Source: an optimization exercise on an open RTL-to-GDS flow (aim: small area and a short achievable clock period). Production flows keep margins and buffers that such runs may drop.
In this exercise RTL edits were held to simulation tests only and were not proved equivalent to the original.
Power figures rest on the tool's default switching activity, not on a simulated workload.

==> flow/config.mk <==
export PLATFORM = sky130hd
export DESIGN_NAME = st_source
export DESIGN_NICKNAME = st_source
export VERILOG_FILES = /design/flow/design.v
export SDC_FILE = /design/flow/constraint.sdc
export NUM_CORES = 4
export LEC_CHECK = 0
export CAP_MARGIN = 20
export CORE_MARGIN = 2
export CORE_UTILIZATION = 40
export CTS_BUF_LIST = sky130_fd_sc_hd__clkbuf_16
export CTS_CLUSTER_DIAMETER = 80
export CTS_CLUSTER_SIZE = 24
export SETUP_SLACK_MARGIN = 2.7
export SLEW_MARGIN = 20
==> flow/constraint.sdc <==
create_clock -name core_clock -period 5.0 [get_ports {clk}]
set_input_delay 1.0000 -clock core_clock [delete_from_list [all_inputs] [get_ports {clk}]]
set_output_delay 1.0000 -clock core_clock [all_outputs]
set_load 0.01 [all_outputs]
==> flow/design.v <==
package st_source_pkg;
   localparam int data_w    = 32;
   localparam int channel_w = 4;
   localparam int idle_w    = 8;
   localparam int lat_w     = 16;
   localparam int txn_depth  = 16;
   localparam int resp_depth = 16;
   localparam int level_w    = 5;
   localparam int addr_w = 4;
   typedef logic [data_w-1:0]    st_data_t;
   typedef logic [channel_w-1:0] st_channel_t;
   typedef logic [idle_w-1:0]    idle_t;
   typedef logic [lat_w-1:0]     latency_t;
   typedef logic [addr_w-1:0]    apb_addr_t;
   localparam apb_addr_t reg_ctrl   = 4'h0;
   localparam apb_addr_t reg_data   = 4'h4;
   localparam apb_addr_t reg_status = 4'h8;
   localparam apb_addr_t reg_resp   = 4'hC;
   localparam int txn_w = idle_w + 2 + channel_w + data_w;
   typedef struct packed {
      idle_t       idles;
      logic        sop;
      logic        eop;
      st_channel_t channel;
      st_data_t    data;
   } st_txn_t;
endpackage
`timescale 1ns/1ps
module st_source (
   input  logic                          clk,
   input  logic                          reset,
   input  logic                          psel,
   input  logic                          penable,
   input  logic                          pwrite,
   input  st_source_pkg::apb_addr_t      paddr,
   input  logic [31:0]                   pwdata,
   output logic [31:0]                   prdata,
   output logic                          pready,
   output logic                          pslverr,
   output logic                          src_valid,
   output st_source_pkg::st_data_t       src_data,
   output st_source_pkg::st_channel_t    src_channel,
   output logic                          src_sop,
   output logic                          src_eop,
   input  logic                          src_ready
);
   localparam int dw = st_source_pkg::data_w;
   localparam int cw = st_source_pkg::channel_w;
   localparam int iw = st_source_pkg::idle_w;
   localparam int lw = st_source_pkg::lat_w;
   localparam int bw = dw + cw + 2;
   localparam int tw = iw + bw;
   logic          setup;
   logic          a_ctrl, a_data, a_status, a_resp;
   logic          sel_ctrl, sel_data, sel_resp, sel_status;
   assign setup    = psel && !penable;
   assign a_ctrl   =  pwrite && (paddr == st_source_pkg::reg_ctrl);
   assign a_data   =  pwrite && (paddr == st_source_pkg::reg_data);
   assign a_status = !pwrite && (paddr == st_source_pkg::reg_status);
   assign a_resp   = !pwrite && (paddr == st_source_pkg::reg_resp);
   always_ff @(posedge clk) begin
      sel_ctrl   <= setup && a_ctrl;
      sel_data   <= setup && a_data;
      sel_resp   <= setup && a_resp;
      sel_status <= setup && a_status;
   end
   assign pready = 1'b1;
   logic          ctrl_sop, ctrl_eop;
   st_source_pkg::st_channel_t   ctrl_channel;
   st_source_pkg::idle_t         ctrl_idles;
   always_ff @(posedge clk or posedge reset) begin
      if (reset) begin
         ctrl_sop     <= 1'b0;
         ctrl_eop     <= 1'b0;
         ctrl_channel <= '0;
         ctrl_idles   <= '0;
      end else if (sel_ctrl) begin
         ctrl_sop     <= pwdata[0];
         ctrl_eop     <= pwdata[1];
         ctrl_channel <= pwdata[7:4];
         ctrl_idles   <= pwdata[23:16];
      end
   end
   logic [tw-1:0]     tmem [15];
   logic [tw-1:0]     t_din, t_hd, t_mem_out;
   logic              t_hd_iz;
   logic [14:0]       t_woh;           
   logic [14:0]       t_roh;           
   logic [4:0]        t_cnt, t_cnt_n;
   logic              t_ne, t_one;     
   logic [14:0]       t_we;            
   logic              t_push, t_pop;
   logic              t_to_head, t_to_mem, t_from_mem;
   assign t_din      = {ctrl_idles, ctrl_sop, ctrl_eop, ctrl_channel, pwdata};
   assign t_push     = sel_data && !t_cnt[4];
   assign t_to_head  = t_push && (!t_ne || (t_one && t_pop));
   assign t_to_mem   = t_push && t_ne && !(t_one && t_pop);
   assign t_from_mem = t_pop && !t_one;
   always_comb begin
      t_mem_out = '0;
      for (int i = 0; i < 15; i++) t_mem_out = t_mem_out | ({tw{t_roh[i]}} & tmem[i]);
   end
   always_comb begin
      t_cnt_n = t_cnt;
      if (t_push && !t_pop)      t_cnt_n = t_cnt + 1'b1;
      else if (t_pop && !t_push) t_cnt_n = t_cnt - 1'b1;
   end
   always_ff @(posedge clk) begin
      for (int i = 0; i < 15; i++) begin
         if (t_we[i]) begin
            tmem[i] <= t_din;
         end
      end
      for (int i = 0; i < 15; i++) begin
         t_we[i] <= setup && a_data && (t_cnt_n != 5'd0) && !t_cnt_n[4] && t_woh[i];
      end
      if (t_from_mem) begin
         t_hd    <= t_mem_out;
         t_hd_iz <= (t_mem_out[bw +: iw] == '0);
      end else if (t_to_head) begin
         t_hd    <= t_din;
         t_hd_iz <= (ctrl_idles == '0);
      end
   end
   always_ff @(posedge clk or posedge reset) begin
      if (reset) begin
         t_woh <= 15'd1;
         t_roh <= 15'd1;
         t_cnt <= '0;
         t_ne  <= 1'b0;
         t_one <= 1'b0;
      end else begin
         if (t_to_mem)   t_woh <= {t_woh[13:0], t_woh[14]};
         if (t_from_mem) t_roh <= {t_roh[13:0], t_roh[14]};
         t_cnt <= t_cnt_n;
         t_ne  <= (t_cnt_n != 5'd0);
         t_one <= (t_cnt_n == 5'd1);
      end
   end
   logic [bw-1:0]  beat_q, beat_n;
   logic [bw-1:0]  port_q;             
   logic           valid_q, valid_n;
   logic           counting, counting_n;
   logic [iw-1:0]  idle_cnt;
   logic           last_idle;          
   logic           accept;
   assign accept = valid_q && src_ready;
   assign t_pop  = t_ne && !counting && (!valid_q || src_ready);
   assign beat_n = t_pop ? t_hd[bw-1:0] : beat_q;
   always_comb begin
      if (t_pop) begin
         valid_n    = t_hd_iz;
         counting_n = !t_hd_iz;
      end else if (counting) begin
         valid_n    = last_idle;
         counting_n = !last_idle;
      end else begin
         valid_n    = valid_q && !src_ready;
         counting_n = 1'b0;
      end
   end
   always_ff @(posedge clk) begin
      beat_q <= beat_n;
      if (t_pop) begin
         idle_cnt  <= t_hd[bw +: iw];
         last_idle <= (t_hd[bw +: iw] == iw'(1));
      end else begin
         idle_cnt  <= idle_cnt - 1'b1;
         last_idle <= (idle_cnt == iw'(2));
      end
   end
   always_ff @(posedge clk or posedge reset) begin
      if (reset) begin
         valid_q  <= 1'b0;
         counting <= 1'b0;
         port_q   <= '0;
      end else begin
         valid_q  <= valid_n;
         counting <= counting_n;
         port_q   <= {bw{valid_n}} & beat_n;
      end
   end
   assign src_data    = port_q[dw-1:0];
   assign src_channel = port_q[dw +: cw];
   assign src_eop     = port_q[dw+cw];
   assign src_sop     = port_q[dw+cw+1];
   logic [lw-1:0]  stall_cnt;
   always_ff @(posedge clk) begin
      if (valid_q && !src_ready) begin
         stall_cnt <= (stall_cnt == '1) ? stall_cnt : stall_cnt + 1'b1;
      end else begin
         stall_cnt <= '0;
      end
   end
   logic [lw-1:0]  rmem [15];
   logic [lw-1:0]  r_head, r_head_n;
   logic [14:0]    r_woh;              
   logic [14:0]    r_roh;
   logic [lw-1:0]  r_mem_out;
   logic [4:0]     r_cnt, r_cnt_n;
   logic           r_ne, r_ne_n, r_one;
   logic [14:0]    r_wsel, r_woh_n;    
   logic           r_push, r_pop, r_pop_n;
   logic           r_to_head, r_to_mem, r_from_mem;
   logic           ovf_q, ovf_n;
   assign r_push     = accept && !r_cnt[4];
   assign r_pop      = sel_resp && r_ne;
   assign r_to_head  = r_push && (!r_ne || (r_one && r_pop));
   assign r_to_mem   = r_push && r_ne && !(r_one && r_pop);
   assign r_from_mem = r_pop && !r_one;
   assign ovf_n      = ovf_q || (accept && r_cnt[4]);
   assign r_pop_n    = setup && a_resp && r_ne_n;
   assign r_woh_n = r_to_mem ? {r_woh[13:0], r_woh[14]} : r_woh;
   always_comb begin
      r_cnt_n = r_cnt;
      if (r_push && !r_pop)      r_cnt_n = r_cnt + 1'b1;
      else if (r_pop && !r_push) r_cnt_n = r_cnt - 1'b1;
      r_ne_n = (r_cnt_n != 5'd0);
      r_mem_out = '0;
      for (int i = 0; i < 15; i++) r_mem_out = r_mem_out | ({lw{r_roh[i]}} & rmem[i]);
      if (r_from_mem)     r_head_n = r_mem_out;
      else if (r_to_head) r_head_n = stall_cnt;
      else                r_head_n = r_head;
   end
   always_ff @(posedge clk) begin
      for (int i = 0; i < 15; i++) begin
         if (src_ready && r_wsel[i]) begin
            rmem[i] <= stall_cnt;
         end
      end
      r_wsel <= {15{valid_n && !r_cnt_n[4] && r_ne_n && !((r_cnt_n == 5'd1) && r_pop_n)}} & r_woh_n;
      r_head <= r_head_n;
   end
   always_ff @(posedge clk or posedge reset) begin
      if (reset) begin
         r_woh <= 15'd1;
         r_roh <= 15'd1;
         r_cnt <= '0;
         r_ne  <= 1'b0;
         r_one <= 1'b0;
         ovf_q <= 1'b0;
      end else begin
         r_woh <= r_woh_n;
         if (r_from_mem) r_roh <= {r_roh[13:0], r_roh[14]};
         r_cnt <= r_cnt_n;
         r_ne  <= r_ne_n;
         r_one <= (r_cnt_n == 5'd1);
         ovf_q <= ovf_n;
      end
   end
   logic [17:0]   rdata_q;
   logic          busy_q;           
   logic          err_data_q;
   logic [4:0]    s_t_cnt, s_r_cnt;
   logic          s_r_ne;
   logic [lw-1:0] s_r_head;
   assign s_t_cnt  = t_cnt - 5'(t_pop);
   assign s_r_cnt  = r_cnt + 5'(r_push);
   assign s_r_ne   = r_ne || accept;
   assign s_r_head = r_ne ? r_head : stall_cnt;
   always_ff @(posedge clk or posedge reset) begin
      if (reset) begin
         rdata_q    <= '0;
         err_data_q <= 1'b0;
         busy_q     <= 1'b0;
      end else begin
         rdata_q <= '0;
         if (setup && a_status) begin
            rdata_q <= {ovf_n, 1'b0, 3'd0, s_r_cnt, 3'd0, s_t_cnt};
         end else if (setup && a_resp && s_r_ne) begin
            rdata_q <= {2'd0, s_r_head};
         end
         err_data_q <= setup && a_data && t_cnt[4] && !t_pop;
         busy_q     <= (s_t_cnt != '0) || valid_n || counting_n;
      end
   end
   logic          r_ne_port;
   logic          valid_port;
   always_ff @(posedge clk or posedge reset) begin
      if (reset) begin
         r_ne_port  <= 1'b0;
         valid_port <= 1'b0;
      end else begin
         r_ne_port  <= r_push || (r_ne && !(r_pop && r_one));
         valid_port <= (t_pop && t_hd_iz) || (!t_pop && counting && last_idle) ||
                       (!t_pop && !counting && valid_q && !src_ready);
      end
   end
   assign prdata    = {14'd0, rdata_q[17], sel_status && !busy_q, rdata_q[15:0]};
   assign pslverr   = err_data_q || (sel_resp && !r_ne_port);
   assign src_valid = valid_port;
endmodule
==> flow/run.sh <==
#!/bin/bash
# synth_recipe.tcl (not shown) runs the flow's synth.tcl, then flattens the netlist and writes it again
# the make line also repeats each setting of config.mk as NAME=value (left out here)
make -C /OpenROAD-flow-scripts/flow DESIGN_CONFIG=/design/flow/config.mk WORK_HOME=/design/flow/orfs CLKGATE_MAP_FILE= SYNTH_SCRIPT=/design/flow/synth_recipe.tcl finish
==> results.yml, run 1 <==
critical_path:
  cpMaxStageDelayCell: "dfrtp_2"
  r2r-end: "t_hd_iz$_DFFE_PP_"
  r2r_cells: 6
  max_stage_delay_ps: 470
  r2r_slack_ps: 2760
  worstSetupPathType: "flip-flop to output port"
  start_kind: "flip-flop"
  cp_top_family: "flip-flops"
  startpoint: "busy_q$_DFF_PP0_"
  path_buf_inv: 1
  crit_fanout: 1
  path_cells: "nor2b_2, buf_2"
  worstReg2RegStart: "t_roh[4]$_DFFE_PP0P_"
  cp_data_required_time_ps: 4000
  critPathArrivalTime_ps: 1460
  endpoint_kind: "output port"
timing:
  finalHoldViolCount: 0
  fin_crit_sh_pct: 49.2
  hold_slack_ps: 396
  worst_pin_slew_ps: 1190
  finalSetupTns_ps: 0
  finClkSkew_ps: 72.4
  rsz0062_at_grt: "true"
  slew_violations: 0
  max_clock_freq_mhz: 406
  min_period_ps: 2460
  setup_violations: 0
  slew_headroom_pct: 20.8
layout:
  area_delta_synth_final_pct: 11.7
  post-route-util_pct: 44.9
  nets: 2928
  layout_commonest_cell: "edfxtp_1"
  drive_gt1_share_pct: 13.8
  final_cell_mix: "edfxtp_1 (993), nand2_1 (298), a22oi_1 (262)"
synth:
  ys_seq_area_share_pct: 78.9
  avgSynthCellArea_sq_um: 16.2
  netlist-cell-type-count: 75
  syn_area_sq_um: 45000
  ys_seq_elements: 1240
  synth_edf_count: 993
  synthArstFlopShare_pct: 12.1
  ys.flop_type: "edfxtp_1"
  yosys_warnings: 3
  syn_inst: 2775
clock_network:
  numCtsBuffers: 61
  path_clk_slew_ps: 100
  root_buffer: "clkbuf_16"
  htree_levels: 2
  clock_latency_ps: 730
  cts_max_path_buffers: 3
  hold_buffers: 0
  cts_tree: "done"
  clock_sinks: 1240
routing:
  post_drt_via_cell_ratio: 5.94
  dr_total_vias: 26300
  postRouteAntennaNets: 0
  drc_errors: 0
  drtPass1Iterations: 7
  wire_per_inst_um: 29.1
  drt-total-wl_um: 129000
  dr.first_iter.drc_count: 3397
pwr:
  p_sw_share_pct: 20.9
  seqPwrFrac_pct: 65.4
  power_density_nw_per_um2: 343
  comb_power_share_pct: 1.8
  p_int_uw: 13600
  power.share.clock_pct: 32.8
  max-vdd-ir-drop_mv: 0.278
  power_leakage_uw: 0.0180
  p_sw_uw: 3600
  total_power_uw: 17200
floorplanning:
  die-area_sq_um: 115000
  die_height_um: 339
  coreArea_sq_um: 112000
  start_util_pct: 40.2
  die_x_um: 339
  num_rows: 123
  io-pin-count: 115
status:
  status: "finished clean"
min_path:
  hold_start: "beat_q[7]$_DFF_P_"
  min_to: "port_q[7]$_DFF_PP0_"
  holdPathStages: 2
  hp-class: "flip-flop to flip-flop"
global_routing:
  gr-usage-all-layers_pct: 21.3
  grt_pass1_wl_um: 180000
  grt_max_degree: 151
  grt-ovfl-total: 0
  grt_pass1_vias: 25400
  antenna_found_initial: 4
placement:
  place_hpwl_um: 63200
  portBuffers: 99
  gp_congestion: 0.776
run:
  max_cap_violations: 0
==> worst max path at each step <==
stage,to,slack (ps),depth (start not counted)
global placement,t_one$_DFF_PP0_,1250,7
CTS,pslverr,2340,3
global route,prdata[16],2500,2
detailed placement,t_one$_DFF_PP0_,1200,7
finish,prdata[16],2540,2
floorplan,busy_q$_DFF_PP0_,2110,1
==> power by group through the flow <==
stage          logic, uW  clock network (uW)  registers [uW]
2_1_floorplan        175                   0           11500
3_3_place_gp         281                   0           11500
3_5_place_dp         298                   0           11500
4_1_cts              306                5740           11300
5_1_grt              352                6070           11300
6_report             319                5650           11300
==> registers in the layout, indices dropped and copies added, names as in the netlist, 4 cells and up <==
| signal | count |
|---|---|
| ctrl_idles | 8 |
| t_we | 15 |
| r_roh | 15 |
| t_woh | 15 |
| tmem | 690 |
| ctrl_channel | 4 |
| idle_cnt | 8 |
| r_cnt | 5 |
| r_wsel | 15 |
| rdata_q | 17 |
| beat_q | 38 |
| t_hd | 46 |
| rmem | 240 |
| stall_cnt | 16 |
| r_woh | 15 |
| t_roh | 15 |
| t_cnt | 5 |
| r_head | 16 |
| port_q | 38 |
==> what timing repair did <==
action | 4_1_cts | 5_1_grt
gates cloned | 3 | 0
pin swaps | 5 | 5
resized for setup | 270 | 30
buffers inserted | 22 | 25
endpoints found under the setup margin | 286 | 83
==> Yosys cell counts, drive strengths merged (3+ instances only) <==
master    n  area, sq um
a211oi    4         47.5
a21o      3         22.5
a21oi    66          334
a221oi   55          482
a222oi   62          621
a22o     55          482
a22oi   262         1970
a31oi    19          119
and2     19          119
and3      6         37.5
buf      52          298
clkbuf  126          473
dfrtp   146         3650
dfstp     4          105
dfxtp    97         1940
edfxtp  993        29800
ha       11          138
inv      17         63.8
mux2     59          664
mux2i    20          200
nand2   300         1130
nand2b    7         43.8
nand3   134          671
nand3b    3         38.8
nand4    23          144
nor2     50          188
nor2b     5         31.3
nor3     14         75.1
nor4      7         43.8
nor4b     4         41.3
o21a      6         45.0
o21ai    75          375
o22ai     8         50.1
o31ai     4         30.0
or3       5         36.3
xnor2    11         96.3
xor2     13          121
==> cell type report <==
cell class                 instances  area [sq um]
fill                            9738         61700
timing repair buffer             200          1780
multi-input combinational       1355          9030
antenna                            1          2.50
sequential                      1240         35600
clock inverter                    53           328
clock buffer                      63          1580
inverter                          17          83.8
tap                             1500          1880
==> layer usage <==
metal  global-route usage (%)  up-vias  part of all wire (%)
li1                         -    11100                     -
met1                     29.2    13600                    40
met2                     36.1     1416                    49
met3                     2.74      181                   9.0
met4                     5.17        4                   2.4
met5                        0        -                 0.022
==> worst min-delay path: stages (launching register included) <==
cell and delay, ps:
dfxtp_1 310, nand2_1 70, a21oi_1 60
==> cell families (layout without fill, tap and decap cells) <==
family,Yosys count,count (layout),share of synthesized area [%]
adder cells (fa/ha/maj),11,11,0.306
flip-flops,1240,1240,78.9
other,2,16,0.0167
multiplexers,79,79,1.92
XOR/XNOR,24,24,0.484
buffers and inverters,195,333,1.85
AND/OR/NAND/NOR,590,592,6.02
AO/OA/AOI/OAI,634,634,10.5
==> per-stage QoR <==
stage	std cells	instance area (sq um)	setup WS, ps
after floorplan	2788	45200	2110
after global placement	4260	47800	1250
after detailed placement	4261	47800	1200
after CTS	4402	49900	2340
after global routing	4428	50300	2500
final	4429	50300	2540
==> run 2, diff against run 1 <==
--- a/flow/config.mk
+++ b/flow/config.mk
@@ -7,7 +7,7 @@
 export LEC_CHECK = 0
 export CAP_MARGIN = 20
 export CORE_MARGIN = 2
-export CORE_UTILIZATION = 40
+export CORE_UTILIZATION = 50
 export CTS_BUF_LIST = sky130_fd_sc_hd__clkbuf_16
 export CTS_CLUSTER_DIAMETER = 80
 export CTS_CLUSTER_SIZE = 24
==> run 2 against run 1 <==
Core utilization grew 10 points; fmax grew 3.0%; register-to-register slack is essentially flat; count of clock-buffer cells in the layout shrank 2; setup slack gained 71 ps; synthesized cell count is the same; largest cell class unchanged; critical path type unchanged; cell count shrank 7.7%; combinational power is essentially flat.
==> results.yml, run 2 <==
synth:
  synth_fa_ha_area_share_pct: 0.306
  ys_seq_area_share_pct: 78.9
  ys.flop_type: "edfxtp_1"
  syn_area_sq_um: 45000
  yosys_warnings: 3
  avgSynthCellArea_sq_um: 16.2
  synthArstFlopShare_pct: 12.1
  synth_most_common_cell: "edfxtp_1"
  netlist-cell-type-count: 75
  synth_edf_count: 993
  synth_top_area_share_pct: 66.3
  synth.area.top_cells: "edfxtp_1 (66%), dfrtp_1 (8.1%), a22oi_1 (4.4%), dfxtp_1 (4.3%), nand2_1 (2.5%)"
  synth_top_family_by_area: "compound AO/OA/AOI/OAI gates"
  synth_xor_area_share_pct: 0.484
  ys_seq_elements: 1240
  syn_inst: 2775
  synth-simple-area-share_pct: 6.02
  synth_top_area_cell: "edfxtp_1"
  synth-compound-area-share_pct: 10.5
  synth_common_cells: "edfxtp_1 (993), nand2_1 (299), a22oi_1 (262)"
  synthMuxAreaShare_pct: 1.92
min_path:
  hp-class: "flip-flop to flip-flop"
critical_path:
  cpMaxStageDelayCell: "dfrtp_1"
  endpoint_kind: "output port"
  start_kind: "flip-flop"
  crit_fanout: 1
  path_cells: "o21bai_4, buf_6"
  path_buf_inv: 1
  cp_top_family: "flip-flops"
  max_stage_delay_ps: 420
  cp_data_required_time_ps: 4000
  worstSetupPathType: "flip-flop to output port"
  critPathArrivalTime_ps: 1390
layout:
  drive_gt1_share_pct: 13.0
  nets: 2916
  fillers: 6995
  area_delta_synth_final_pct: 10.2
  largest_register_ff_count: 690
  layout_commonest_cell: "edfxtp_1"
  reg_top3: "tmem x690, rmem x240, t_hd x46"
  top_register: "tmem"
  final_cell_mix: "edfxtp_1 (993), nand2_1 (298), a22oi_1 (262)"
  antenna_cells: 0
timing:
  max_clock_freq_mhz: 418
  worst_pin_slew_ps: 1210
  hold_slack_ps: 454
  finalSetupTns_ps: 0
  slew_violations: 0
  finClkSkew_ps: 25.8
  min_period_ps: 2390
  slew_headroom_pct: 19.1
  setup_violations: 0
  fin_crit_sh_pct: 47.8
  finalHoldViolCount: 0
  rsz0062_at_grt: "true"
global_routing:
  gr-usage-all-layers_pct: 27.1
  grt_max_degree: 72
  use_met1_pct: 35.8
  grt-busiest-layer: "met2"
  grt_pass1_vias: 25700
  grt_pass1_wl_um: 181000
  met3_usage_pct: 3.51
  use_met2_pct: 47.3
  antenna_found_initial: 7
  grt-ovfl-total: 0
floorplanning:
  die_height_um: 304
  num_rows: 110
  coreArea_sq_um: 89600
  io-pin-count: 115
  start_util_pct: 50.2
  die-area_sq_um: 92400
  die_x_um: 304
clock_network:
  hold_buffers: 0
  clock_latency_ps: 680
  cts_tree: "done"
  cts_max_path_buffers: 3
  root_buffer: "clkbuf_16"
  clock_sinks: 1240
  htree_levels: 2
  path_clk_slew_ps: 100
  numCtsBuffers: 59
routing:
  dr_total_vias: 26200
  drc_errors: 0
  drtPass1Iterations: 8
  post_drt_via_cell_ratio: 6.41
  drt-total-wl_um: 128000
  dr.first_iter.drc_count: 3486
  postRouteAntennaNets: 0
  wire_per_inst_um: 31.3
pwr:
  power_leakage_uw: 0.0178
  max-vdd-ir-drop_mv: 0.273
  power_density_nw_per_um2: 342
status:
  status: "finished clean"
placement:
  place_hpwl_um: 64200
  gp_congestion: 0.821
  portBuffers: 99
run:
  max_cap_violations: 0
==> run 2: cell types whose count changed in the layout (fill, tap and decap cells not counted), moves of 3 or more <==
cell,change
clkdlybuf4s15_1,+8
buf_2,-11
dfxtp_1,-3
buf_16,-4
clkdlybuf4s15_2,+4
dfrtp_1,+5
inv_6,+4
and2_1,+3
buf_4,-10
and2_2,-3
inv_16,-4
dfrtp_4,-3
==> run 2: kinds of logic after synthesis <==
family          Yosys count
flops                  1240
compound gates          634
simple gates            590
buf+inv                 195
mux                      79
xor+xnor                 24
fa+ha+maj                11
other cells               2
==> run 2: layout make-up <==
type	instances	area (sq um)	area share [%]
timing repair buffer	190	1690	3.41
sequential	1240	35600	71.8
clock inverter	50	236	0.477
multi-input combinational	1355	9010	18.2
clock buffer	61	1530	3.08
inverter	17	72.6	0.146
tap	1176	1470	2.97
==> run 2: metal layers <==
layer	routed length [um]	part of all wire (%)	up-vias
li1	-	-	11000
met1	48500	38	13600
met2	64700	51	1331
met3	10400	8.1	249
met4	4410	3.4	12
met5	64	0.050	-
==> run 2: worst reg2reg max path: stages (launching register included) <==
cell and delay [ps]:
dfrtp_1 1060, a22o_1 290, a221oi_1 50, nand3_1 120
nor2_1 50, o21ai_0 400
==> run 2: final timing paths <==
path / end / cells after the start / startpoint / slack [ps]
setup / recovery: pslverr / 2 / err_data_q$_DFF_PP0_ / 2610
hold / removal: beat_q[23]$_DFF_P_ / 2 / beat_q[23]$_DFF_P_ / 450
setup reg to reg: r_head[15]$_DFFE_PP_ / 5 / r_roh[3]$_DFFE_PP0P_ / 2750
hold reg to reg: beat_q[23]$_DFF_P_ / 2 / beat_q[23]$_DFF_P_ / 450
max in group asynchronous: t_roh[6]$_DFFE_PP0P_ / 3 / reset / 3270
min in group asynchronous: r_roh[6]$_DFFE_PP0P_ / 2 / reset / 830
==> run 2: where the power goes <==
group	switching (uW)	leakage [uW]	internal [uW]
combinational	212	0.00446	106
sequential	93.9	0.0124	11200
clock	3130	0.00101	2240
total	3440	0.0178	13500
==> run 2: timing repair <==
item / in CTS / in global routing
resized for setup: 235 / 32
cloned: 2 / 0
pin swaps: 7 / 1
setup buffers: 17 / 17
endpoints found under the setup margin: 368 / 74
==> run 2: through the flow <==
| stage | instances | power (uW) | util, % | setup WS (ps) | cell area [sq um] |
|---|---|---|---|---|---|
| floorplan | 2788 | 11600 | - | 2110 | 45200 |
| global placement | 3942 | 11800 | 53.0 | 1340 | 47500 |
| detailed placement | 3942 | 11800 | 53.0 | 1330 | 47500 |
| CTS | 4072 | 17100 | 55.1 | 2530 | 49400 |
| global route | 4089 | 17500 | 55.4 | 2570 | 49600 |
| finish | 4089 | 17000 | 55.4 | 2610 | 49600 |
==> run 3, diff against run 2 <==
--- a/flow/config.mk
+++ b/flow/config.mk
@@ -7,9 +7,9 @@
 export LEC_CHECK = 0
 export CAP_MARGIN = 20
 export CORE_MARGIN = 2
-export CORE_UTILIZATION = 50
+export CORE_UTILIZATION = 60
 export CTS_BUF_LIST = sky130_fd_sc_hd__clkbuf_16
 export CTS_CLUSTER_DIAMETER = 80
 export CTS_CLUSTER_SIZE = 24
-export SETUP_SLACK_MARGIN = 2.7
+export SETUP_SLACK_MARGIN = 2.85
 export SLEW_MARGIN = 20
==> run 3 against run 2 <==
Die area is 16% lower; worst hold slack worse by 0.89 ps; fmax rose by 1.1%; critical path depth unchanged; total power decreased by 0.49%; combinational power grew 6%; non-clock buffer count grew 18; synthesized area unchanged; clock power decreased by 2%; critical path type unchanged; sequential power about the same; still clean on timing, DRC and antenna.
==> results.yml, run 3 <==
critical_path:
  cpMaxStageDelayCell: "dfrtp_1"
  path_cells: "o21bai_1, buf_2"
  crit_fanout: 1
  worstSetupPathType: "flip-flop to output port"
  start_kind: "flip-flop"
  cp_data_required_time_ps: 4000
  max_stage_delay_ps: 410
  endpoint_kind: "output port"
  critPathArrivalTime_ps: 1360
clock_network:
  root_buffer: "clkbuf_16"
  cts_tree: "done"
  clock_latency_ps: 680
  cts_max_path_buffers: 3
  path_clk_slew_ps: 90
  numCtsBuffers: 58
  clock_sinks: 1240
  htree_levels: 2
synth:
  synthArstFlopShare_pct: 12.1
  synth_top_area_share_pct: 66.3
  synth_most_common_cell: "edfxtp_1"
  netlist-cell-type-count: 75
  ys_seq_elements: 1240
  ys_seq_area_share_pct: 78.9
  synth_common_cells: "edfxtp_1 (993), nand2_1 (299), a22oi_1 (262)"
  ys.flop_type: "edfxtp_1"
  synth_edf_count: 993
  syn_area_sq_um: 45000
  yosys_warnings: 3
  avgSynthCellArea_sq_um: 16.2
  synth_top_area_cell: "edfxtp_1"
  synth.area.top_cells: "edfxtp_1 (66%), dfrtp_1 (8.1%), a22oi_1 (4.4%), dfxtp_1 (4.3%), nand2_1 (2.5%)"
  syn_inst: 2775
layout:
  top_register: "tmem"
  final_cell_mix: "edfxtp_1 (993), nand2_1 (296), a22oi_1 (262)"
  largest_register_ff_count: 690
  seqCellArea_sq_um: 35700
  fillers: 5181
  layout_commonest_cell: "edfxtp_1"
  nets: 2933
  reg_top3: "tmem x690, rmem x240, t_hd x46"
  multi_input_area_sq_um: 9140
  area_delta_synth_final_pct: 10.7
  drive_gt1_share_pct: 14.9
pwr:
  p_sw_share_pct: 20.0
  p_int_uw: 13500
  total_power_uw: 16900
  max-vdd-ir-drop_mv: 0.274
  seqPwrFrac_pct: 66.7
  p_sw_uw: 3370
  power_leakage_uw: 0.0180
  power_density_nw_per_um2: 339
  comb_power_share_pct: 2.0
  power.share.clock_pct: 31.3
timing:
  min_period_ps: 2360
  max_clock_freq_mhz: 423
  slew_violations: 0
  finalHoldViolCount: 0
  worst_pin_slew_ps: 1110
  finalSetupTns_ps: 0
  fin_crit_sh_pct: 47.3
  finClkSkew_ps: 27.8
  setup_violations: 0
  slew_headroom_pct: 26.0
  rsz0062_at_grt: "true"
global_routing:
  grt_pass1_vias: 25500
  grt-ovfl-total: 0
  gr-usage-all-layers_pct: 32.4
  grt_max_degree: 70
  grt_pass1_wl_um: 178000
  antenna_found_initial: 3
floorplanning:
  io-pin-count: 115
  num_rows: 100
  start_util_pct: 60.6
  coreArea_sq_um: 74300
  die-area_sq_um: 77200
  die_x_um: 278
  die_height_um: 278
routing:
  dr.first_iter.drc_count: 3846
  drt-total-wl_um: 129000
  drc_errors: 0
  dr_total_vias: 26500
  post_drt_via_cell_ratio: 6.78
  postRouteAntennaNets: 0
  wire_per_inst_um: 33.0
  drtPass1Iterations: 6
placement:
  portBuffers: 99
  gp_congestion: 0.868
  place_hpwl_um: 63600
status:
  status: "finished clean"
run:
  max_cap_violations: 0
min_path:
  hp-class: "flip-flop to flip-flop"
-- run 3: final timing paths --
path / start / to / slack [ps] / depth (start not counted)
worst min-delay path: beat_q[18]$_DFF_P_ / beat_q[18]$_DFF_P_ / 450 / 2
max in group asynchronous: reset / t_roh[3]$_DFFE_PP0P_ / 3190 / 3
worst min register to register: beat_q[18]$_DFF_P_ / beat_q[18]$_DFF_P_ / 450 / 2
min in group asynchronous: reset / r_roh[5]$_DFFE_PP0P_ / 870 / 2
worst max-delay path: err_data_q$_DFF_PP0_ / pslverr / 2640 / 2
worst max register to register: valid_q$_DFF_PP0_ / t_one$_DFF_PP0_ / 2870 / 6
-- run 3: routing by layer --
| metal | GRT usage, % | up-vias | wire length, um |
|---|---|---|---|
| li1 | - | 11100 | - |
| met1 | 42.1 | 13600 | 46800 |
| met2 | 54.4 | 1517 | 63400 |
| met3 | 5.55 | 272 | 12700 |
| met4 | 14.1 | 0 | 5830 |
| met5 | 0 | - | 0 |
-- run 3: through the flow --
step / area (sq um) / setup slack (ps) / std cells / hold slack (ps) / utilization, %
4_1_cts: 49200 / 2600 / 3864 / 454 / 66.2
3_5_place_dp: 47200 / 997 / 3730 / 431 / 63.6
2_1_floorplan: 45400 / 2110 / 2788 / 417 / -
5_1_grt: 49800 / 2580 / 3900 / 474 / 67.0
3_3_place_gp: 47200 / 1070 / 3730 / 427 / 63.6
6_report: 49800 / 2640 / 3900 / 453 / 67.0
-- run 3: critical path: cells and delay by family, from the launching register on --
kind,cells,cell delay (ps)
buffers and inverters,1,140
AO/OA/AOI/OAI,1,160
flip-flops,1,410
-- run 3: final cells by class --
type | count | area share [%]
multi-input combinational | 1355 | 18.3
clock inverter | 50 | 0.480
sequential | 1240 | 71.6
timing repair buffer | 208 | 4.01
inverter | 17 | 0.156
antenna | 2 | 0.0100
tap | 969 | 2.43
clock buffer | 59 | 2.96
-- run 3: kinds of logic (layout without fill, tap and decap cells) --
logic type,Yosys count,in the layout,synth area share [%]
AOI/OAI and AO/OA,634,634,10.5
xor gates and xnor gates,24,24,0.484
adders and majority gates,11,11,0.306
buffers and inverters,195,334,1.85
DFF,1240,1240,78.9
muxes,79,79,1.92
other,2,17,0.0167
and+or+nand+nor,590,592,6.02
-- run 3: repair_timing --
action | 4_1_cts | 5_1_grt
buffers inserted | 23 | 31
resized for setup | 314 | 54
hold buffers | 0 | 0
hold endpoints to repair | 0 | 0
endpoints found under the setup margin | 365 | 175
gates cloned | 2 | 3
pin swaps | 5 | 12
-- run 3: power groups by stage --
stage,combinational (uW),clock (uW),sequential (uW)
final,336,5280,11300
after global routing,373,5690,11300
after CTS,308,5340,11300
after detailed placement,298,0,11500
after global placement,285,0,11500
after floorplan,180,0,11500
==> run 4, diff against run 3 <==
--- a/flow/config.mk
+++ b/flow/config.mk
@@ -11,5 +11,5 @@
 export CTS_BUF_LIST = sky130_fd_sc_hd__clkbuf_16
 export CTS_CLUSTER_DIAMETER = 80
 export CTS_CLUSTER_SIZE = 24
-export SETUP_SLACK_MARGIN = 2.85
+export SETUP_SLACK_MARGIN = 2.7
 export SLEW_MARGIN = 20
==> run 4 against run 3 <==
Synthesized cell count unchanged; clock skew decreased by 14 ps; via count decreased by 0.22%; fmax fell by 1.5%; die area is the same; highest routed layer is now met5; worst hold slack improved by 1.6 ps; sequential power hardly changed; largest power group unchanged; sequential share of layout area grew 0.69 points; total power down 0.27%; largest cell class unchanged; sequential cell count is the same; final area decreased by 1.1%.
==> results.yml, run 4 <==
layout:
  drive_gt1_share_pct: 13.2
  seqCellArea_sq_um: 35600
  layout_commonest_cell: "edfxtp_1"
  area_delta_synth_final_pct: 9.49
  nets: 2913
  multi_input_area_sq_um: 9040
  largest_register_ff_count: 690
  fillers: 5227
  fin_area_sq_um: 49300
  top_register: "tmem"
  reg_top3: "tmem x690, rmem x240, t_hd x46"
  final_cell_mix: "edfxtp_1 (993), nand2_1 (298), a22oi_1 (262)"
floorplanning:
  start_util_pct: 60.6
  coreArea_sq_um: 74300
  io-pin-count: 115
  die_height_um: 278
  die-area_sq_um: 77200
  num_rows: 100
  die_x_um: 278
routing:
  wl_met3_um: 12300
  post_drt_via_cell_ratio: 6.80
  drtPass1Iterations: 6
  drc_errors: 0
  drt-total-wl_um: 128000
  wl_met2_um: 63500
  wire_per_inst_um: 33.1
  dr.first_iter.drc_count: 3738
  topRoutingLayerUsed: "met5"
  dr_total_vias: 26400
  postRouteAntennaNets: 0
  wl_met1_um: 48500
placement:
  portBuffers: 99
  gp_congestion: 0.831
  placed_cell_area_sq_um: 47200
  place_hpwl_um: 68100
global_routing:
  grt_pass1_vias: 25600
  antenna_found_initial: 3
  gr-usage-all-layers_pct: 32.5
  grt_max_degree: 80
  grt_pass1_wl_um: 180000
  grt-ovfl-total: 0
clock_network:
  clock_latency_ps: 670
  root_buffer: "clkbuf_16"
  cts_max_path_buffers: 3
  numCtsBuffers: 57
  cts_tree: "done"
  clock_sinks: 1240
  path_clk_slew_ps: 100
  htree_levels: 2
synth:
  netlist-cell-type-count: 75
  avgSynthCellArea_sq_um: 16.2
  syn_inst: 2775
  synth_common_cells: "edfxtp_1 (993), nand2_1 (299), a22oi_1 (262)"
  synth_most_common_cell: "edfxtp_1"
  synth_edf_count: 993
  synthArstFlopShare_pct: 12.1
  synth.area.top_cells: "edfxtp_1 (66%), dfrtp_1 (8.1%), a22oi_1 (4.4%), dfxtp_1 (4.3%), nand2_1 (2.5%)"
  ys_seq_elements: 1240
  syn_area_sq_um: 45000
  ys_seq_area_share_pct: 78.9
  synth_top_area_cell: "edfxtp_1"
  yosys_warnings: 3
  synth_top_area_share_pct: 66.3
  ys.flop_type: "edfxtp_1"
timing:
  finalHoldViolCount: 0
  slew_violations: 0
  finalSetupTns_ps: 0
  rsz0062_at_grt: "true"
  min_period_ps: 2400
  fin_crit_sh_pct: 48.0
  max_clock_freq_mhz: 417
  slew_headroom_pct: 21.9
  finClkSkew_ps: 13.5
  worst_pin_slew_ps: 1170
  setup_violations: 0
pwr:
  p_sw_uw: 3380
  comb_power_share_pct: 1.9
  seqPwrFrac_pct: 67.0
  p_sw_share_pct: 20.1
  max-vdd-ir-drop_mv: 0.304
  power_leakage_uw: 0.0178
  power_density_nw_per_um2: 342
  power.share.clock_pct: 31.2
  p_int_uw: 13500
critical_path:
  path_buf_inv: 2
  crit_fanout: 2
  cp_data_required_time_ps: 4000
  max_stage_delay_ps: 380
  start_kind: "flip-flop"
  worstSetupPathType: "flip-flop to output port"
  endpoint_kind: "output port"
  cp_top_family: "flip-flops"
  cpMaxStageDelayCell: "dfxtp_4"
  path_cells: "inv_4, o21bai_4, buf_6"
  critPathArrivalTime_ps: 1400
status:
  status: "finished clean"
min_path:
  hp-class: "flip-flop to flip-flop"
run:
  max_cap_violations: 0
## run 4: worst paths after layout
check	from	to	slack [ps]	cells past startpoint
worst max-delay path	sel_resp$_DFF_P_	pslverr	2600	3
worst min-delay path	beat_q[26]$_DFF_P_	beat_q[26]$_DFF_P_	450	2
worst max register to register	t_roh[1]$_DFFE_PP0P_	t_hd[6]$_DFFE_PP_	2770	6
worst min register to register	beat_q[26]$_DFF_P_	beat_q[26]$_DFF_P_	450	2
max in group asynchronous	reset	r_woh[0]$_DFF_PP1_	3200	3
min in group asynchronous	reset	ctrl_channel[3]$_DFFE_PP0P_	830	2
## run 4: logic make-up after synthesis
family	count (synthesis)	share of synthesized area, %
DFF	1240	78.9
AOI/OAI and AO/OA	634	10.5
and+or+nand+nor	590	6.02
buffers and inverters	195	1.85
muxes	79	1.92
xor gates and xnor gates	24	0.484
adders and majority gates	11	0.306
other	2	0.0167
## run 4: what timing repair did
item	4_1_cts	5_1_grt
pin swaps	3	3
buffers inserted	14	13
resized for setup	255	40
hold buffers	0	0
setup endpoints to repair	460	160
cloned	2	2
## run 4: metrics by stage
| step | total power (uW) | hold WS (ps) | instances | utilization [%] | worst slack (ps) |
|---|---|---|---|---|---|
| 6_report | 16800 | 455 | 3880 | 66.3 | 2600 |
| 5_1_grt | 17300 | 469 | 3879 | 66.3 | 2560 |
| 4_1_cts | 16900 | 455 | 3863 | 66.0 | 2550 |
| 3_5_place_dp | 11800 | 431 | 3739 | 63.5 | 1110 |
| 3_3_place_gp | 11800 | 428 | 3739 | 63.5 | 1110 |
| 2_1_floorplan | 11600 | 417 | 2788 | - | 2110 |
## run 4: power by group through the flow
stage	logic, uW	registers (uW)	clock network (uW)
finish	316	11300	5240
detailed placement	301	11500	0
global route	349	11300	5650
CTS	310	11300	5300
floorplan	175	11500	0
global placement	291	11500	0
## run 4: worst reg2reg max path, delay by kind of cell, from the launching register on
family / cells / cell delay [ps]
AOI/OAI and AO/OA: 3 / 740
DFF: 1 / 670
buffers and inverters: 1 / 310
and+or+nand+nor: 2 / 250
## run 4: layout make-up
| class | instances | share of cell area, % |
|---|---|---|
| Sequential cell | 1240 | 72.3 |
| Multi-Input combinational cell | 1357 | 18.4 |
| Timing Repair Buffer | 187 | 3.32 |
| Clock buffer | 59 | 3.00 |
| Tap cell | 969 | 2.46 |
| Clock inverter | 49 | 0.416 |
| Inverter | 17 | 0.152 |
| Antenna cell | 2 | 0.0102 |
## run 4: routing by layer
metal	global-route usage, %	vias up
li1	-	11000
met1	44.7	13600
met2	54.5	1537
met3	4.71	234
met4	9.72	4
met5	0	-
==> run 5, diff against run 4 <==
--- a/flow/config.mk
+++ b/flow/config.mk
@@ -10,6 +10,6 @@
 export CORE_UTILIZATION = 60
 export CTS_BUF_LIST = sky130_fd_sc_hd__clkbuf_16
 export CTS_CLUSTER_DIAMETER = 80
-export CTS_CLUSTER_SIZE = 24
+export CTS_CLUSTER_SIZE = 28
 export SETUP_SLACK_MARGIN = 2.7
 export SLEW_MARGIN = 20
==> run 5 against run 4 <==
Total power is 0.73% lower; core utilization hardly changed; non-clock buffer count is 4 higher; die area stayed put; critical path depth stayed put; combinational power hardly changed; via count hardly changed; clock skew is 21 ps higher; wire length is 0.14% lower; final area hardly changed; critical path type unchanged; highest routed layer unchanged.
==> results.yml, run 5 <==
layout:
  drive_gt1_share_pct: 12.8
  top_register: "tmem"
  layout_commonest_cell: "edfxtp_1"
  largest_register_ff_count: 690
  final_cell_mix: "edfxtp_1 (993), nand2_1 (298), a22oi_1 (262)"
  nets: 2911
  fillers: 5198
  reg_top3: "tmem x690, rmem x240, t_hd x46"
  area_delta_synth_final_pct: 9.54
  final_cells: 3871
floorplanning:
  coreArea_sq_um: 74300
  num_rows: 100
  io-pin-count: 115
  die_height_um: 278
  die_x_um: 278
  start_util_pct: 60.6
  die-area_sq_um: 77200
routing:
  drc_errors: 0
  drtPass1Iterations: 7
  postRouteAntennaNets: 0
  post_drt_via_cell_ratio: 6.82
  dr_total_vias: 26400
  wire_per_inst_um: 33.1
  drt-total-wl_um: 128000
  dr.first_iter.drc_count: 3650
synth:
  synth_top_area_share_pct: 66.3
  synth.area.top_cells: "edfxtp_1 (66%), dfrtp_1 (8.1%), a22oi_1 (4.4%), dfxtp_1 (4.3%), nand2_1 (2.5%)"
  synthArstFlopShare_pct: 12.1
  syn_area_sq_um: 45000
  synth_xor_area_share_pct: 0.484
  synth_top_area_cell: "edfxtp_1"
  netlist-cell-type-count: 75
  ys_seq_elements: 1240
  synth_most_common_cell: "edfxtp_1"
  synth_fa_ha_area_share_pct: 0.306
  ys.flop_type: "edfxtp_1"
  ys_seq_area_share_pct: 78.9
  synth_common_cells: "edfxtp_1 (993), nand2_1 (299), a22oi_1 (262)"
  syn_inst: 2775
  synth-compound-area-share_pct: 10.5
  synthMuxAreaShare_pct: 1.92
  avgSynthCellArea_sq_um: 16.2
  synth-simple-area-share_pct: 6.02
  synth_edf_count: 993
  yosys_warnings: 3
  synth_top_family_by_area: "compound AO/OA/AOI/OAI gates"
pwr:
  power_leakage_uw: 0.0177
  total_power_uw: 16700
  max-vdd-ir-drop_mv: 0.352
  power_density_nw_per_um2: 339
timing:
  setup_ws_ps: 2610
  rsz0062_at_grt: "true"
  setup_violations: 0
  finalHoldViolCount: 0
  slew_violations: 0
  worst_pin_slew_ps: 1200
  slew_headroom_pct: 20.1
  max_clock_freq_mhz: 419
  finalSetupTns_ps: 0
  fin_crit_sh_pct: 47.8
  finClkSkew_ps: 34.1
  min_period_ps: 2390
critical_path:
  cp_data_required_time_ps: 4000
  path_buf_inv: 2
  crit_fanout: 2
  max_stage_delay_ps: 380
  cp_top_family: "flip-flops"
  critPathArrivalTime_ps: 1390
  cp.depth: 3
  worstSetupPathType: "flip-flop to output port"
  cpMaxStageDelayCell: "dfxtp_4"
  start_kind: "flip-flop"
  r2r_cells: 4
  endpoint_kind: "output port"
  path_cells: "inv_4, o21bai_4, buf_6"
status:
  status: "finished clean"
clock_network:
  clock_latency_ps: 660
  clock_sinks: 1240
  cts_tree: "done"
  root_buffer: "clkbuf_16"
  htree_levels: 2
  numCtsBuffers: 51
  path_clk_slew_ps: 110
  cts_max_path_buffers: 3
global_routing:
  grt_max_degree: 80
  antenna_found_initial: 4
  grt-ovfl-total: 0
  grt_pass1_wl_um: 180000
  gr-usage-all-layers_pct: 32.6
  grt_pass1_vias: 25500
placement:
  gp_congestion: 0.831
  portBuffers: 99
  place_hpwl_um: 68100
  placed_cells: 3739
  preCtsSetupSlack_ps: 1110
min_path:
  hp-class: "flip-flop to flip-flop"
  holdPathStages: 2
run:
  max_cap_violations: 0
## run 5: cell counts after synthesis
Identical to the previous run, type by type.
## run 5: final timing paths
path | start | end | slack, ps
min in group asynchronous | reset | t_roh[10]$_DFFE_PP0P_ | 800
worst min-delay path | beat_q[37]$_DFF_P_ | beat_q[37]$_DFF_P_ | 460
worst min register to register | beat_q[37]$_DFF_P_ | beat_q[37]$_DFF_P_ | 460
worst max register to register | r_roh[9]$_DFFE_PP0P_ | r_head[15]$_DFFE_PP_ | 2740
max in group asynchronous | reset | r_woh[0]$_DFF_PP1_ | 3210
worst max-delay path | sel_resp$_DFF_P_ | pslverr | 2610
## run 5: cell families after synthesis
kind of cell	Yosys count
flip-flops	1240
adder cells (fa/ha/maj)	11
multiplexers	79
AO/OA/AOI/OAI	634
buffers and inverters	195
AND/OR/NAND/NOR	590
XOR/XNOR	24
other	2
## run 5: layout make-up
type / count / area (sq um) / share of cell area, %
antenna: 2 / 5.00 / 0.0102
clock buffer: 54 / 1350 / 2.74
clock inverter: 41 / 220 / 0.447
inverter: 17 / 75.1 / 0.152
multi-input combinational: 1357 / 9040 / 18.3
sequential: 1240 / 35600 / 72.3
tap: 969 / 1210 / 2.46
timing repair buffer: 191 / 1770 / 3.60
## run 5: worst register-to-register path, delay by kind of cell (launching register included)
kind | cells | cell delay [ps]
flops | 1 | 800
compound gates | 2 | 650
simple gates | 2 | 550
## run 5: where the power goes
| group | switching, uW | internal, uW |
|---|---|---|
| combinational | 211 | 106 |
| clock | 3050 | 2070 |
| sequential | 96.5 | 11200 |
## run 5: timing repair
action	4_1_cts	5_1_grt
buffers inserted	18	13
gates resized for setup	216	41
gates cloned	3	1
hold buffers	0	0
pin swaps	4	6
setup endpoints to repair	461	177
## run 5: stage by stage
stage,hold WS [ps],instance area (sq um),util [%]
3_5_place_dp,431,47200,63.5
4_1_cts,457,49100,66.0
5_1_grt,471,49300,66.3
6_report,457,49300,66.3
2_1_floorplan,417,45200,-
3_3_place_gp,428,47200,63.5
## run 5: layer usage
layer | wire, um | global-route usage, % | up-vias
li1 | - | - | 11000
met2 | 63900 | 55.0 | 1510
met3 | 11700 | 4.45 | 239
met4 | 4200 | 9.79 | 6
met5 | 40 | 0 | -
met1 | 48400 | 44.8 | 13600
==> run 6, diff against run 5 <==
--- a/flow/config.mk
+++ b/flow/config.mk
@@ -7,9 +7,9 @@
 export LEC_CHECK = 0
 export CAP_MARGIN = 20
 export CORE_MARGIN = 2
-export CORE_UTILIZATION = 60
+export CORE_UTILIZATION = 50
 export CTS_BUF_LIST = sky130_fd_sc_hd__clkbuf_16
 export CTS_CLUSTER_DIAMETER = 80
 export CTS_CLUSTER_SIZE = 28
-export SETUP_SLACK_MARGIN = 2.7
+export SETUP_SLACK_MARGIN = 2.9
 export SLEW_MARGIN = 20
==> run 6 against run 5 <==
Still clean on timing, DRC and antenna; final area increased by 2.0%; sequential cell count unchanged; critical path depth unchanged; largest cell class unchanged; critical endpoint unchanged; sequential share of layout area decreased by 1.4 points; global-route usage decreased by 4.9 points.
==> results.yml, run 6 <==
synth:
  netlist-cell-type-count: 75
  synth_edf_count: 993
  syn_inst: 2775
  synthMuxAreaShare_pct: 1.92
  syn_area_sq_um: 45000
  synth_top_area_cell: "edfxtp_1"
  synth-simple-area-share_pct: 6.02
  synth_most_common_cell: "edfxtp_1"
  ys_seq_elements: 1240
  synth_top_area_share_pct: 66.3
  ys.flop_type: "edfxtp_1"
  avgSynthCellArea_sq_um: 16.2
  synthArstFlopShare_pct: 12.1
  synth_fa_ha_area_share_pct: 0.306
  synth-compound-area-share_pct: 10.5
  synth_common_cells: "edfxtp_1 (993), nand2_1 (299), a22oi_1 (262)"
  ys_seq_area_share_pct: 78.9
  synth_xor_area_share_pct: 0.484
  synth.area.top_cells: "edfxtp_1 (66%), dfrtp_1 (8.1%), a22oi_1 (4.4%), dfxtp_1 (4.3%), nand2_1 (2.5%)"
  synth_top_family_by_area: "compound AO/OA/AOI/OAI gates"
  yosys_warnings: 3
floorplanning:
  io-pin-count: 115
  die_height_um: 304
  die_x_um: 304
  start_util_pct: 50.2
  die-area_sq_um: 92400
  coreArea_sq_um: 89600
  num_rows: 110
clock_network:
  numCtsBuffers: 54
  root_buffer: "clkbuf_16"
  clock_sinks: 1240
  htree_levels: 2
  cts_max_path_buffers: 3
  clock_latency_ps: 670
  cts_tree: "done"
  path_clk_slew_ps: 100
min_path:
  holdPathStages: 2
  min_to: "beat_q[26]$_DFF_P_"
  hp-class: "flip-flop to flip-flop"
  hold_start: "beat_q[26]$_DFF_P_"
critical_path:
  r2r_cells: 1
  cpMaxStageDelayCell: "dfxtp_4"
  max_stage_delay_ps: 380
  worstReg2RegStart: "t_we[10]$_DFF_P_"
  r2r_slack_ps: 2920
  path_buf_inv: 2
  worstSetupPathType: "flip-flop to output port"
  cp_top_family: "flip-flops"
  endpoint_kind: "output port"
  path_cells: "inv_4, o21bai_1, buf_2"
  crit_fanout: 2
  r2r-end: "tmem[10][11]$_DFFE_PP_"
  cp_data_required_time_ps: 4000
  start_kind: "flip-flop"
  critPathArrivalTime_ps: 1330
layout:
  top_register: "tmem"
  nets: 2937
  fin_area_sq_um: 50300
  largest_register_ff_count: 690
  layout_commonest_cell: "edfxtp_1"
  final_cell_mix: "edfxtp_1 (993), nand2_1 (296), a22oi_1 (262)"
  drive_gt1_share_pct: 15.7
  antenna_cells: 0
  reg_top3: "tmem x690, rmem x240, t_hd x46"
  area_delta_synth_final_pct: 11.7
global_routing:
  grt_pass1_vias: 25900
  grt-ovfl-total: 0
  gr-usage-all-layers_pct: 27.7
  antenna_found_initial: 7
  grt_pass1_wl_um: 185000
  grt_max_degree: 70
timing:
  slew_headroom_pct: 22.7
  min_period_ps: 2330
  finClkSkew_ps: 33.8
  rsz0062_at_grt: "true"
  finalHoldViolCount: 0
  slew_violations: 0
  worst_pin_slew_ps: 1160
  max_clock_freq_mhz: 430
  finalSetupTns_ps: 0
  fin_crit_sh_pct: 46.6
  setup_violations: 0
placement:
  placed_cell_area_sq_um: 47500
  gp_congestion: 0.796
  portBuffers: 99
  place_hpwl_um: 63600
routing:
  postRouteAntennaNets: 0
  drtPass1Iterations: 6
  dr.first_iter.drc_count: 3477
  wire_per_inst_um: 32.1
  dr_total_vias: 26400
  post_drt_via_cell_ratio: 6.43
  drt-total-wl_um: 132000
  drc_errors: 0
pwr:
  max-vdd-ir-drop_mv: 0.276
  power_density_nw_per_um2: 339
  power_leakage_uw: 0.0180
status:
  status: "finished clean"
run:
  max_cap_violations: 0
run 6: cell counts after synthesis:
No cell type changed its count.
run 6: per-stage QoR:
step	utilization (%)	cells	hold slack [ps]	setup WS, ps	power [uW]
after global placement	53.0	3930	427	1340	11800
final	56.1	4105	455	2670	17000
after detailed placement	53.0	3930	431	1250	11800
after floorplan	-	2788	417	2110	11600
after CTS	55.5	4083	455	2630	17100
after global routing	56.1	4105	476	2610	17500
run 6: kinds of logic after synthesis:
kind of cell	Yosys count
AOI/OAI and AO/OA	634
and+or+nand+nor	590
adders and majority gates	11
DFF	1240
other	2
muxes	79
xor gates and xnor gates	24
buffers and inverters	195
run 6: tightest hold or removal path, stage by stage (launching register included):
cell	delay, ps
dfxtp_1	320
nand2_1	50
nand2_1	60
run 6: cell type report:
| class | instances | area (sq um) |
|---|---|---|
| fillers | 6848 | 39300 |
| flip-flops and latches | 1240 | 35600 |
| multi-input cells | 1357 | 9250 |
| repair buffers | 214 | 2100 |
| well taps | 1176 | 1470 |
| clock buffers | 57 | 1430 |
| clock inverters | 44 | 303 |
| inverters | 17 | 80.1 |
run 6: repair_timing:
| action | in CTS | in global routing |
|---|---|---|
| pin swaps | 10 | 11 |
| gates resized for setup | 296 | 81 |
| endpoints found under the setup margin | 548 | 190 |
| hold buffers | 0 | 0 |
| gates cloned | 2 | 5 |
| hold endpoints to repair | 0 | 0 |
| setup buffers | 50 | 17 |
run 6: per-layer routing:
| metal | vias up | wire length, um | GRT usage, % |
|---|---|---|---|
| li1 | 11100 | - | - |
| met1 | 13700 | 50700 | 36.6 |
| met2 | 1361 | 64900 | 47.2 |
| met3 | 240 | 11700 | 4.60 |
| met4 | 14 | 4500 | 8.93 |
| met5 | - | 93 | 0 |
run 6: how the worst max path moves through the flow:
| stage | start | to | slack [ps] | cells past startpoint |
|---|---|---|---|---|
| final | sel_resp$_DFF_P_ | pslverr | 2670 | 3 |
| after global routing | sel_resp$_DFF_P_ | pslverr | 2610 | 3 |
| after detailed placement | src_ready | t_one$_DFF_PP0_ | 1250 | 6 |
| after global placement | src_ready | t_one$_DFF_PP0_ | 1340 | 6 |
| after floorplan | reset | busy_q$_DFF_PP0_ | 2110 | 1 |
| after CTS | sel_resp$_DFF_P_ | pslverr | 2630 | 3 |
run 6: power by group:
group | total, uW | switching [uW] | internal, uW | leakage [uW]
Sequential | 11300 | 97.9 | 11200 | 0.0124
Clock | 5390 | 3200 | 2190 | 0.000953
Combinational | 369 | 236 | 133 | 0.00474
Total | 17000 | 3530 | 13500 | 0.0180
==> run 7, diff against run 6 <==
--- a/flow/config.mk
+++ b/flow/config.mk
@@ -10,6 +10,6 @@
 export CORE_UTILIZATION = 50
 export CTS_BUF_LIST = sky130_fd_sc_hd__clkbuf_16
 export CTS_CLUSTER_DIAMETER = 80
-export CTS_CLUSTER_SIZE = 28
+export CTS_CLUSTER_SIZE = 24
 export SETUP_SLACK_MARGIN = 2.9
 export SLEW_MARGIN = 20
==> run 7 against run 6 <==
Still clean on timing, DRC and antenna; via count hardly changed; setup slack hardly changed; sequential cell count stayed put; first-iteration DRC count is 4.6% higher; count of clock-buffer cells in the layout is 4 higher; cell count is 0.27% higher; non-clock buffer count is 2 lower; critical path type unchanged.
==> results.yml, run 7 <==
critical_path:
  r2r_slack_ps: 2870
  r2r_cells: 1
  endpoint_kind: "output port"
  start_kind: "flip-flop"
  startpoint: "sel_resp$_DFF_P_"
  worstReg2RegStart: "t_we[12]$_DFF_P_"
  critPathArrivalTime_ps: 1330
  worstSetupPathType: "flip-flop to output port"
  cp_data_required_time_ps: 4000
  crit_end: "pslverr"
  r2r-end: "tmem[12][41]$_DFFE_PP_"
  crit_fanout: 2
floorplanning:
  die_height_um: 304
  die_x_um: 304
  io-pin-count: 115
  die-area_sq_um: 92400
  start_util_pct: 50.2
  num_rows: 110
  coreArea_sq_um: 89600
synth:
  syn_inst: 2775
  ys_seq_elements: 1240
  ys.flop_type: "edfxtp_1"
  synth_top_area_share_pct: 66.3
  synth_top_area_cell: "edfxtp_1"
  synth_common_cells: "edfxtp_1 (993), nand2_1 (299), a22oi_1 (262)"
  yosys_warnings: 3
  avgSynthCellArea_sq_um: 16.2
  netlist-cell-type-count: 75
  synth_most_common_cell: "edfxtp_1"
  synth.area.top_cells: "edfxtp_1 (66%), dfrtp_1 (8.1%), a22oi_1 (4.4%), dfxtp_1 (4.3%), nand2_1 (2.5%)"
  syn_area_sq_um: 45000
  ys_seq_area_share_pct: 78.9
  synthArstFlopShare_pct: 12.1
  synth_edf_count: 993
timing:
  fin_crit_sh_pct: 46.6
  finalHoldViolCount: 0
  rsz0062_at_grt: "true"
  worst_pin_slew_ps: 1190
  finalSetupTns_ps: 0
  slew_violations: 0
  finClkSkew_ps: 34.8
  slew_headroom_pct: 20.6
  setup_violations: 0
  min_period_ps: 2330
  max_clock_freq_mhz: 429
  hold_slack_ps: 452
placement:
  place_hpwl_um: 63600
  gp_congestion: 0.796
  portBuffers: 99
min_path:
  hp-class: "flip-flop to flip-flop"
  hold_start: "beat_q[26]$_DFF_P_"
routing:
  dr.first_iter.drc_count: 3638
  wire_per_inst_um: 32.0
  postRouteAntennaNets: 0
  drc_errors: 0
  drtPass1Iterations: 7
  post_drt_via_cell_ratio: 6.42
  drt-total-wl_um: 132000
  dr_total_vias: 26400
clock_network:
  numCtsBuffers: 60
  root_buffer: "clkbuf_16"
  hold_buffers: 0
  clock_latency_ps: 680
  cts_tree: "done"
  cts_max_path_buffers: 3
  clock_sinks: 1240
  path_clk_slew_ps: 90
  htree_levels: 2
layout:
  drive_gt1_share_pct: 15.3
  area_delta_synth_final_pct: 11.7
  nets: 2939
  reg_top3: "tmem x690, rmem x240, t_hd x46"
  post-route-util_pct: 56.1
  largest_register_ff_count: 690
  layout_commonest_cell: "edfxtp_1"
  final_cell_mix: "edfxtp_1 (993), nand2_1 (296), a22oi_1 (262)"
  top_register: "tmem"
global_routing:
  grt_pass1_wl_um: 185000
  grt_pass1_vias: 26000
  grt-ovfl-total: 0
  grt_max_degree: 70
  gr-usage-all-layers_pct: 27.7
  antenna_found_initial: 7
pwr:
  max-vdd-ir-drop_mv: 0.282
  power_leakage_uw: 0.0181
  power_density_nw_per_um2: 342
run:
  max_cap_violations: 0
status:
  status: "finished clean"
run 7: changes by cell type in the layout (fill, tap and decap cells not counted), sizes merged, moves of 2 or more:
cell / change
clkbuf: +3
diode: +2
inv: +11
clkinv: -4
run 7: timing repair:
item	4_1_cts	5_1_grt
buffers inserted	50	17
gates resized for setup	301	50
gates cloned	2	1
endpoints found under the setup margin	547	139
pin swaps	9	4
run 7: area by class of cell:
| class | count | area (sq um) |
|---|---|---|
| diodes | 2 | 5.00 |
| clock buffers | 61 | 1530 |
| clock inverters | 53 | 318 |
| fillers | 6857 | 39400 |
| inverters | 17 | 77.6 |
| multi-input cells | 1355 | 9140 |
| flip-flops and latches | 1240 | 35600 |
| well taps | 1176 | 1470 |
| repair buffers | 212 | 2070 |
run 7: logic make-up after synthesis:
kind of cell	Yosys count	synth area share, %
flip-flops	1240	78.9
AND/OR/NAND/NOR	590	6.02
adder cells (fa/ha/maj)	11	0.306
other	2	0.0167
multiplexers	79	1.92
AO/OA/AOI/OAI	634	10.5
XOR/XNOR	24	0.484
buffers and inverters	195	1.85
run 7: worst min path at each step:
stage | cells after the start | endpoint | slack [ps]
floorplan | 1 | ovf_q$_DFF_PP0_ | 420
global placement | 2 | beat_q[13]$_DFF_P_ | 430
detailed placement | 2 | beat_q[33]$_DFF_P_ | 430
CTS | 2 | beat_q[33]$_DFF_P_ | 450
global route | 2 | beat_q[31]$_DFF_P_ | 470
finish | 2 | beat_q[26]$_DFF_P_ | 450
run 7: routing by layer:
layer	global-route usage, %	vias up	part of all wire [%]
li1	-	11100	-
met1	36.7	13700	38
met2	47.5	1375	50
met3	4.43	202	9.2
met4	8.33	12	2.8
met5	0	-	0.058
run 7: critical path, stage by stage (launching register included):
cell,delay [ps]
dfxtp_4,370
inv_4,30
o21bai_1,110
buf_2,150
run 7: through the flow:
| step | cells | cell area (sq um) | setup WS, ps | total power [uW] |
|---|---|---|---|---|
| floorplan | 2788 | 45500 | 2110 | 11600 |
| global placement | 3930 | 47500 | 1340 | 11800 |
| detailed placement | 3930 | 47500 | 1250 | 11800 |
| CTS | 4096 | 49900 | 2630 | 17200 |
| global route | 4114 | 50200 | 2610 | 17700 |
| finish | 4116 | 50200 | 2670 | 17200 |
run 7: power breakdown:
group / switching [uW] / internal, uW / total (uW)
clock: 3200 / 2360 / 5560
sequential: 97.1 / 11200 / 11300
combinational: 227 / 125 / 352
total: 3530 / 13700 / 17200

==> port drivers added, routing unchanged <==
The results above use ideal ports. As a check the final layouts listed here were re-extracted and re-timed, cells and wires unchanged.
Step 1, drivers: a clkbuf_16 drives clk and a buf_2 each remaining input, both assumed.
Step 2 moves the port delays by t, midway between the first and last clock arrival at a register: inputs arrive t later, outputs are due t later. That takes back most of the time a late clock gives input paths.
a / b / c = ideal / step 1 / step 2; a / b = the first two.
run | t, ns | setup WS [ns] | worst hold slack (ns) | worst setup path at the end | worst slew at a driven data input, ns
run 1 | 0.757 | 2.538 / 2.470 / 1.938 | 0.396 / 0.396 / 0.396 | input to register | 0.10
run 2 | 0.726 | 2.609 / 2.544 / 2.032 | 0.454 / 0.454 / 0.454 | input to register | 0.13
run 3 | 0.730 | 2.635 / 2.567 / 2.152 | 0.453 / 0.453 / 0.453 | input to register | 0.12
run 4 | 0.732 | 2.599 / 2.527 / 2.026 | 0.455 / 0.455 / 0.455 | input to register | 0.10
run 5 | 0.716 | 2.611 / 2.540 / 1.998 | 0.457 / 0.457 / 0.457 | input to register | 0.10
run 6 | 0.722 | 2.672 / 2.604 / 2.239 | 0.455 / 0.455 / 0.455 | input to register | 0.14
run 7 | 0.730 | 2.672 / 2.602 / 2.251 | 0.452 / 0.452 / 0.452 | input to register | 0.13
After both steps setup and hold are still met in every run listed. For run 5, which loses most, drivers alone change the setup slack by -0.071 ns; drivers and shift together by -0.613 ns.
